This design comes from an exercise in tuning for small area on the open sky130 flow, not from production work. Only simulation tests tie the RTL to the original design; equivalence was not proved. No activity file was given, so power comes from the tool's default toggle rates.

==> inputs of job 1494 <==
==> flow/design.v <==
package asym_fifo_pkg;
    function automatic int clog2(input int value);
        clog2 = $clog2(value);
    endfunction
    function automatic int minOf(input int a, input int b);
        minOf = (a < b) ? a : b;
    endfunction
    function automatic int maxOf(input int a, input int b);
        maxOf = (a > b) ? a : b;
    endfunction
    function automatic int calcMinW(input int widthW, input int widthR);
        calcMinW = (widthW < widthR) ? widthW : widthR;
    endfunction
    function automatic int calcUnits(input int width, input int widthW, input int widthR);
        calcUnits = width / ((widthW < widthR) ? widthW : widthR);
    endfunction
    function automatic int calcDmin(input int depthW, input int widthW, input int widthR);
        calcDmin = depthW * widthW / ((widthW < widthR) ? widthW : widthR);
    endfunction
endpackage
module fifo_byte (
    input  logic       clk,
    input  logic       hold,
    input  logic       we,
    input  logic [7:0] d,
    output logic [7:0] q
);
    always_ff @(posedge clk) begin
        q <= (q & {8{hold}}) | (d & {8{we}});
    end
endmodule
module fifo_obyte (
    input  logic       clk,
    input  logic       rstn,
    input  logic       hold,
    input  logic       ld,
    input  logic [7:0] d,
    output logic [7:0] q
);
    always_ff @(posedge clk or negedge rstn) begin
        if (!rstn) q <= '0;
        else       q <= (q & {8{hold}}) | (d & {8{ld}});
    end
endmodule
module fifo_rd3 (
    input  logic [2:0] a,
    input  logic [2:0] s,
    output logic       y_n
);
    assign y_n = ~|(a & s);
endmodule
module asym_sdp_ram (
    input  logic         clk,
    input  logic [3:0]   laneEn,
    input  logic         shift,
    input  logic [7:0]   din,
    input  logic [63:0]  rsel,
    output logic [31:0]  rdData
);
    logic [31:0] mem [64];
    for (genvar l = 0; l < 4; l++) begin : gLane
        fifo_byte uByte (
            .clk  (clk),
            .hold (~laneEn[l]),
            .we   (laneEn[l]),
            .d    (din),
            .q    (mem[0][l*8 +: 8])
        );
    end
    for (genvar w = 1; w < 64; w++) begin : gWord
        for (genvar l = 0; l < 4; l++) begin : gByte
            fifo_byte uByte (
                .clk  (clk),
                .hold (~shift),
                .we   (shift),
                .d    (mem[w-1][l*8 +: 8]),
                .q    (mem[w][l*8 +: 8])
            );
        end
    end
    for (genvar b = 0; b < 32; b++) begin : gBit
        logic [20:0] leaf_n;
        for (genvar g = 0; g < 21; g++) begin : gLeaf
            fifo_rd3 uLeaf (
                .a   ({mem[3*g+2][b], mem[3*g+1][b], mem[3*g][b]}),
                .s   (rsel[3*g+2 -: 3]),
                .y_n (leaf_n[g])
            );
        end
        assign rdData[b] = ~&leaf_n | (mem[63][b] & rsel[63]);
    end
endmodule
module asymmetric_fifo_sync
#(
    parameter int WIDTHW     = 8,
    parameter int WIDTHR     = 32,
    parameter int DEPTHW     = 256,
    parameter int BIG_ENDIAN = 0,
    parameter int AFULL_THR  = 4
) (
    input  logic              clk,
    input  logic              rstn,
    input  logic              clr,
    input  logic              wr_en,
    input  logic [WIDTHW-1:0] din,
    output logic              full,
    output logic              almost_full,
    output logic              overflow,
    input  logic              rd_en,
    output logic [WIDTHR-1:0] dout,
    output logic              dout_valid,
    output logic              empty,
    output logic              underflow,
    output logic [asym_fifo_pkg::clog2(asym_fifo_pkg::calcDmin(DEPTHW, WIDTHW, WIDTHR)):0] level
);
    logic        wrAccept, rdAccept;
    logic [7:0]  levelDec;
    logic [63:0] rsel;
    logic [3:0]  laneEn;
    logic [31:0] rdData;
    assign full        = level[8];
    assign almost_full = level[8] | (&level[7:2]);
    assign empty       = ~|level[8:2];
    assign wrAccept = wr_en & ~full & ~clr;
    assign rdAccept = rd_en & ~empty & ~clr;
    assign levelDec = level[7:0] - 8'd1;
    always_comb begin
        for (int w = 0; w < 64; w++) begin
            rsel[w] = (levelDec[7:2] == 6'(w));
        end
        for (int l = 0; l < 4; l++) begin
            laneEn[l] = wrAccept & (level[1:0] == 2'(l));
        end
    end
    always_ff @(posedge clk or negedge rstn) begin
        if (!rstn) begin
            level      <= '0;
            overflow   <= 1'b0;
            underflow  <= 1'b0;
            dout_valid <= 1'b0;
        end else begin
            if (clr) begin
                level <= '0;
            end else begin
                level <= level + {8'd0, wrAccept} - {6'd0, rdAccept, 2'd0};
            end
            overflow   <= wr_en & full & ~clr;
            underflow  <= rd_en & empty & ~clr;
            dout_valid <= rdAccept;
        end
    end
    for (genvar l = 0; l < 4; l++) begin : gDout
        fifo_obyte uDout (
            .clk  (clk),
            .rstn (rstn),
            .hold (~rdAccept),
            .ld   (rdAccept),
            .d    (rdData[l*8 +: 8]),
            .q    (dout[l*8 +: 8])
        );
    end
    asym_sdp_ram uRam (
        .clk    (clk),
        .laneEn (laneEn),
        .shift  (laneEn[0]),
        .din    (din),
        .rsel   (rsel),
        .rdData (rdData)
    );
endmodule
==> flow/flow/run.sh <==
#!/bin/bash
set -o pipefail
cp standard.sh standard_sh.txt
export CTS_ARGS="-sink_clustering_enable -repair_clock_nets -dont_use_dummy_load -sink_clustering_size 18 -sink_clustering_max_diameter 50 -buf_list sky130_fd_sc_hd__clkbuf_8"
bash standard.sh > standard.log 2>&1
==> flow/standard.sh <==
#!/bin/bash
# synth_recipe.tcl (not shown) runs the flow's synth.tcl, then flattens the netlist and writes it again
# the make line also repeats each setting of config.mk as NAME=value (left out here)
make -C /OpenROAD-flow-scripts/flow DESIGN_CONFIG=/design/flow/config.mk WORK_HOME=/design/flow/orfs CLKGATE_MAP_FILE= SYNTH_SCRIPT=/design/flow/synth_recipe.tcl "${@:-finish}"
==> flow/config.mk <==
export PLATFORM = sky130hd
export DESIGN_NAME = asymmetric_fifo_sync
export DESIGN_NICKNAME = asymmetric_fifo_sync
export VERILOG_FILES = /design/flow/design.v
export SDC_FILE = /design/flow/constraint.sdc
export NUM_CORES = 4
export LEC_CHECK = 0
export CAP_MARGIN = 20
export CORE_MARGIN = 2
export CORE_UTILIZATION = 65
export CTS_BUF_LIST = sky130_fd_sc_hd__clkbuf_8
export CTS_CLUSTER_DIAMETER = 40
export CTS_CLUSTER_SIZE = 24
export SLEW_MARGIN = 20
export SYNTH_HIERARCHICAL = 1
==> flow/constraint.sdc <==
create_clock -name core_clock -period 7.0 [get_ports {clk}]
set_input_delay 1.4000 -clock core_clock [delete_from_list [all_inputs] [get_ports {clk}]]
set_output_delay 1.4000 -clock core_clock [all_outputs]
set_load 0.01 [all_outputs]
==> job 8850: changes against job 1494 <==
==> flow/design.v, changed modules only <==
module asym_sdp_ram (
    input  logic         clk,
    input  logic [63:0]  wsel,
    input  logic [3:0]   laneEn,
    input  logic [7:0]   din,
    input  logic [63:0]  rsel,
    output logic [31:0]  rdData
);
    logic [7:0]  dinL [4];
    logic [31:0] mem  [64];
    for (genvar l = 0; l < 4; l++) begin : gLane
        assign dinL[l] = din & {8{laneEn[l]}};
    end
    for (genvar w = 0; w < 64; w++) begin : gWord
        for (genvar l = 0; l < 4; l++) begin : gByte
            fifo_byte uByte (
                .clk  (clk),
                .hold (~(wsel[w] & laneEn[l])),
                .we   (wsel[w]),
                .d    (dinL[l]),
                .q    (mem[w][l*8 +: 8])
            );
        end
    end
    for (genvar b = 0; b < 32; b++) begin : gBit
        logic [20:0] leaf_n;
        for (genvar g = 0; g < 21; g++) begin : gLeaf
            fifo_rd3 uLeaf (
                .a   ({mem[3*g+2][b], mem[3*g+1][b], mem[3*g][b]}),
                .s   (rsel[3*g+2 -: 3]),
                .y_n (leaf_n[g])
            );
        end
        assign rdData[b] = ~&leaf_n | (mem[63][b] & rsel[63]);
    end
endmodule
module asymmetric_fifo_sync
#(
    parameter int WIDTHW     = 8,
    parameter int WIDTHR     = 32,
    parameter int DEPTHW     = 256,
    parameter int BIG_ENDIAN = 0,
    parameter int AFULL_THR  = 4
) (
    input  logic              clk,
    input  logic              rstn,
    input  logic              clr,
    input  logic              wr_en,
    input  logic [WIDTHW-1:0] din,
    output logic              full,
    output logic              almost_full,
    output logic              overflow,
    input  logic              rd_en,
    output logic [WIDTHR-1:0] dout,
    output logic              dout_valid,
    output logic              empty,
    output logic              underflow,
    output logic [asym_fifo_pkg::clog2(asym_fifo_pkg::calcDmin(DEPTHW, WIDTHW, WIDTHR)):0] level
);
    logic [5:0]  rdPtr;
    logic [5:0]  wrWord;
    logic        wrAccept, rdAccept;
    logic [63:0] wsel, rsel;
    logic [3:0]  laneEn;
    logic [31:0] rdData;
    assign full        = level[8];
    assign almost_full = level[8] | (&level[7:2]);
    assign empty       = ~|level[8:2];
    assign wrAccept = wr_en & ~full & ~clr;
    assign rdAccept = rd_en & ~empty & ~clr;
    assign wrWord = rdPtr + level[7:2];
    always_comb begin
        for (int w = 0; w < 64; w++) begin
            wsel[w] = (wrWord == 6'(w));
            rsel[w] = (rdPtr == 6'(w));
        end
        for (int l = 0; l < 4; l++) begin
            laneEn[l] = wrAccept & (level[1:0] == 2'(l));
        end
    end
    always_ff @(posedge clk or negedge rstn) begin
        if (!rstn) begin
            rdPtr      <= '0;
            level      <= '0;
            overflow   <= 1'b0;
            underflow  <= 1'b0;
            dout_valid <= 1'b0;
            dout       <= '0;
        end else begin
            if (clr) begin
                level <= '0;
            end else begin
                level <= level + {8'd0, wrAccept} - {6'd0, rdAccept, 2'd0};
            end
            if (rdAccept) begin
                rdPtr <= rdPtr + 6'd1;
                dout  <= rdData;
            end
            overflow   <= wr_en & full & ~clr;
            underflow  <= rd_en & empty & ~clr;
            dout_valid <= rdAccept;
        end
    end
    asym_sdp_ram uRam (
        .clk    (clk),
        .wsel   (wsel),
        .laneEn (laneEn),
        .din    (din),
        .rsel   (rsel),
        .rdData (rdData)
    );
endmodule
// module fifo_obyte removed
==> flow/run.sh (new file) <==
#!/bin/bash
# synth_recipe.tcl (not shown) runs the flow's synth.tcl, then flattens the netlist and writes it again
# the make line also repeats each setting of config.mk as NAME=value (left out here)
make -C /OpenROAD-flow-scripts/flow DESIGN_CONFIG=/design/flow/config.mk WORK_HOME=/design/flow/orfs CLKGATE_MAP_FILE= SYNTH_SCRIPT=/design/flow/synth_recipe.tcl finish
Settings changed: CORE_UTILIZATION 65 to 30, CTS_BUF_LIST sky130_fd_sc_hd__clkbuf_8 to unset, CTS_CLUSTER_DIAMETER 40 to unset, CTS_CLUSTER_SIZE 24 to unset.
removed: flow/flow/run.sh
removed: flow/standard.sh
==> job 7382: changes against job 1494 <==
==> flow/design.v, changed modules only <==
module asym_sdp_ram (
    input  logic         clk,
    input  logic [63:0]  wsel,
    input  logic [3:0]   laneEn,
    input  logic [7:0]   din,
    input  logic [63:0]  rsel,
    output logic [31:0]  rdData
);
    logic [7:0]  dinL [4];
    logic [31:0] mem  [64];
    for (genvar l = 0; l < 4; l++) begin : gLane
        assign dinL[l] = din & {8{laneEn[l]}};
    end
    for (genvar w = 0; w < 64; w++) begin : gWord
        for (genvar l = 0; l < 4; l++) begin : gByte
            fifo_byte uByte (
                .clk  (clk),
                .hold (~(wsel[w] & laneEn[l])),
                .we   (wsel[w]),
                .d    (dinL[l]),
                .q    (mem[w][l*8 +: 8])
            );
        end
    end
    for (genvar b = 0; b < 32; b++) begin : gBit
        logic [20:0] leaf_n;
        for (genvar g = 0; g < 21; g++) begin : gLeaf
            fifo_rd3 uLeaf (
                .a   ({mem[3*g+2][b], mem[3*g+1][b], mem[3*g][b]}),
                .s   (rsel[3*g+2 -: 3]),
                .y_n (leaf_n[g])
            );
        end
        assign rdData[b] = ~&leaf_n | (mem[63][b] & rsel[63]);
    end
endmodule
module asymmetric_fifo_sync
#(
    parameter int WIDTHW     = 8,
    parameter int WIDTHR     = 32,
    parameter int DEPTHW     = 256,
    parameter int BIG_ENDIAN = 0,
    parameter int AFULL_THR  = 4
) (
    input  logic              clk,
    input  logic              rstn,
    input  logic              clr,
    input  logic              wr_en,
    input  logic [WIDTHW-1:0] din,
    output logic              full,
    output logic              almost_full,
    output logic              overflow,
    input  logic              rd_en,
    output logic [WIDTHR-1:0] dout,
    output logic              dout_valid,
    output logic              empty,
    output logic              underflow,
    output logic [asym_fifo_pkg::clog2(asym_fifo_pkg::calcDmin(DEPTHW, WIDTHW, WIDTHR)):0] level
);
    logic [5:0]  rdPtr;
    logic [5:0]  wrWord;
    logic        wrAccept, rdAccept;
    logic [63:0] wsel, rsel;
    logic [3:0]  laneEn;
    logic [31:0] rdData;
    assign full        = level[8];
    assign almost_full = level[8] | (&level[7:2]);
    assign empty       = ~|level[8:2];
    assign wrAccept = wr_en & ~full & ~clr;
    assign rdAccept = rd_en & ~empty & ~clr;
    assign wrWord = rdPtr + level[7:2];
    always_comb begin
        for (int w = 0; w < 64; w++) begin
            wsel[w] = (wrWord == 6'(w));
            rsel[w] = (rdPtr == 6'(w));
        end
        for (int l = 0; l < 4; l++) begin
            laneEn[l] = wrAccept & (level[1:0] == 2'(l));
        end
    end
    always_ff @(posedge clk or negedge rstn) begin
        if (!rstn) begin
            rdPtr      <= '0;
            level      <= '0;
            overflow   <= 1'b0;
            underflow  <= 1'b0;
            dout_valid <= 1'b0;
            dout       <= '0;
        end else begin
            if (clr) begin
                level <= '0;
            end else begin
                level <= level + {8'd0, wrAccept} - {6'd0, rdAccept, 2'd0};
            end
            if (rdAccept) begin
                rdPtr <= rdPtr + 6'd1;
                dout  <= rdData;
            end
            overflow   <= wr_en & full & ~clr;
            underflow  <= rd_en & empty & ~clr;
            dout_valid <= rdAccept;
        end
    end
    asym_sdp_ram uRam (
        .clk    (clk),
        .wsel   (wsel),
        .laneEn (laneEn),
        .din    (din),
        .rsel   (rsel),
        .rdData (rdData)
    );
endmodule
// module fifo_obyte removed
==> flow/run.sh (new file) <==
#!/bin/bash
# synth_recipe.tcl (not shown) runs the flow's synth.tcl, then flattens the netlist and writes it again
# the make line also repeats each setting of config.mk as NAME=value (left out here)
make -C /OpenROAD-flow-scripts/flow DESIGN_CONFIG=/design/flow/config.mk WORK_HOME=/design/flow/orfs CLKGATE_MAP_FILE= SYNTH_SCRIPT=/design/flow/synth_recipe.tcl finish
removed: flow/flow/run.sh
removed: flow/standard.sh
==> qor summary <==
metric	job 7382	job 8850	job 1494
Initial Utilization	65.63%	30.14%	65.32%
Overall die height	347.0 um	508.9 um	342.5 um
Area taken by multi-input logic gates	30270 um2	30150 um2	28160 um2
Non-clock inverter total of the final layout	14	14	19
Register area	42250 um2	42250 um2	42100 um2
Number of fillers in the final layout	8557	25020	8792
Outcome	complete, no violations	complete, no violations	complete, no violations
Number of flip-flops in the largest register	2048	2048	2016
Longest individual stage delay on the worst path	1.21 ns	1.23 ns	0.81 ns
Total combinational power	0.00529 W	0.00533 W	0.00375 W
Reg power frac	50.5%	46.4%	58.5%
Net Sw Frac	31.86%	29.65%	30.39%
Clock slew seen by the registers of the worst setup and hold paths	0.09 ns	0.07 ns	0.11 ns
Met1 layer usage reported by global route	55.76%	26.96%	45.02%
Clock skew after layout	0.04754 ns	0.04001 ns	0.07827 ns
Post-route minimum period	4.753 ns	4.981 ns	4.648 ns
Wire length after detailed routing	259100 um	278900 um	199800 um
Synth Area in Simple Gates	4.648%	4.648%	2.753%
Capture instance of the worst register-to-register path	dout[8]$_DFFE_PN0P_	dout[25]$_DFFE_PN0P_	gDout[0].uDout.q[2]$_DFF_PN0_
Synth Area in XOR/XNOR	0.1718%	0.1718%	0.08230%
Fraction of area in multi-input gates	37.25%	35.23%	37.06%

-- afterwards: timing with drivers on the ports --
How much do the figures lean on ideal ports? The routed layouts below were timed once more, with nothing changed but the port constraints.
Step 1: set_driving_cell puts a clkbuf_16 on clk and a buf_2 on each other input, an assumption about the parent block.
Step 2, shift: input delay + t, output delay - t, t = (earliest + latest rising clock arrival at the registers) / 2. This alone moves slack from input paths to output paths.
a / b / c = ideal ports / drivers / drivers and shift; a / b = the first two.
run | shift t [ns] | setup slack, ns | clock arrival spread, ns | pins driven straight from the clock port
job 1494 | 0.931 | 2.352 / 2.352 / 1.891 | 0.078 / 0.079 | 1
job 8850 | 0.949 | 2.019 / 2.019 / 1.946 | 0.042 / 0.043 | 1
job 7382 | 1.058 | 2.247 / 2.247 / 1.709 | 0.060 / 0.060 | 1
After both steps every run listed still meets setup and hold. The setup slack of job 7382, which loses most, moves by 0.000 ns with the drivers and by -0.538 ns with both steps.
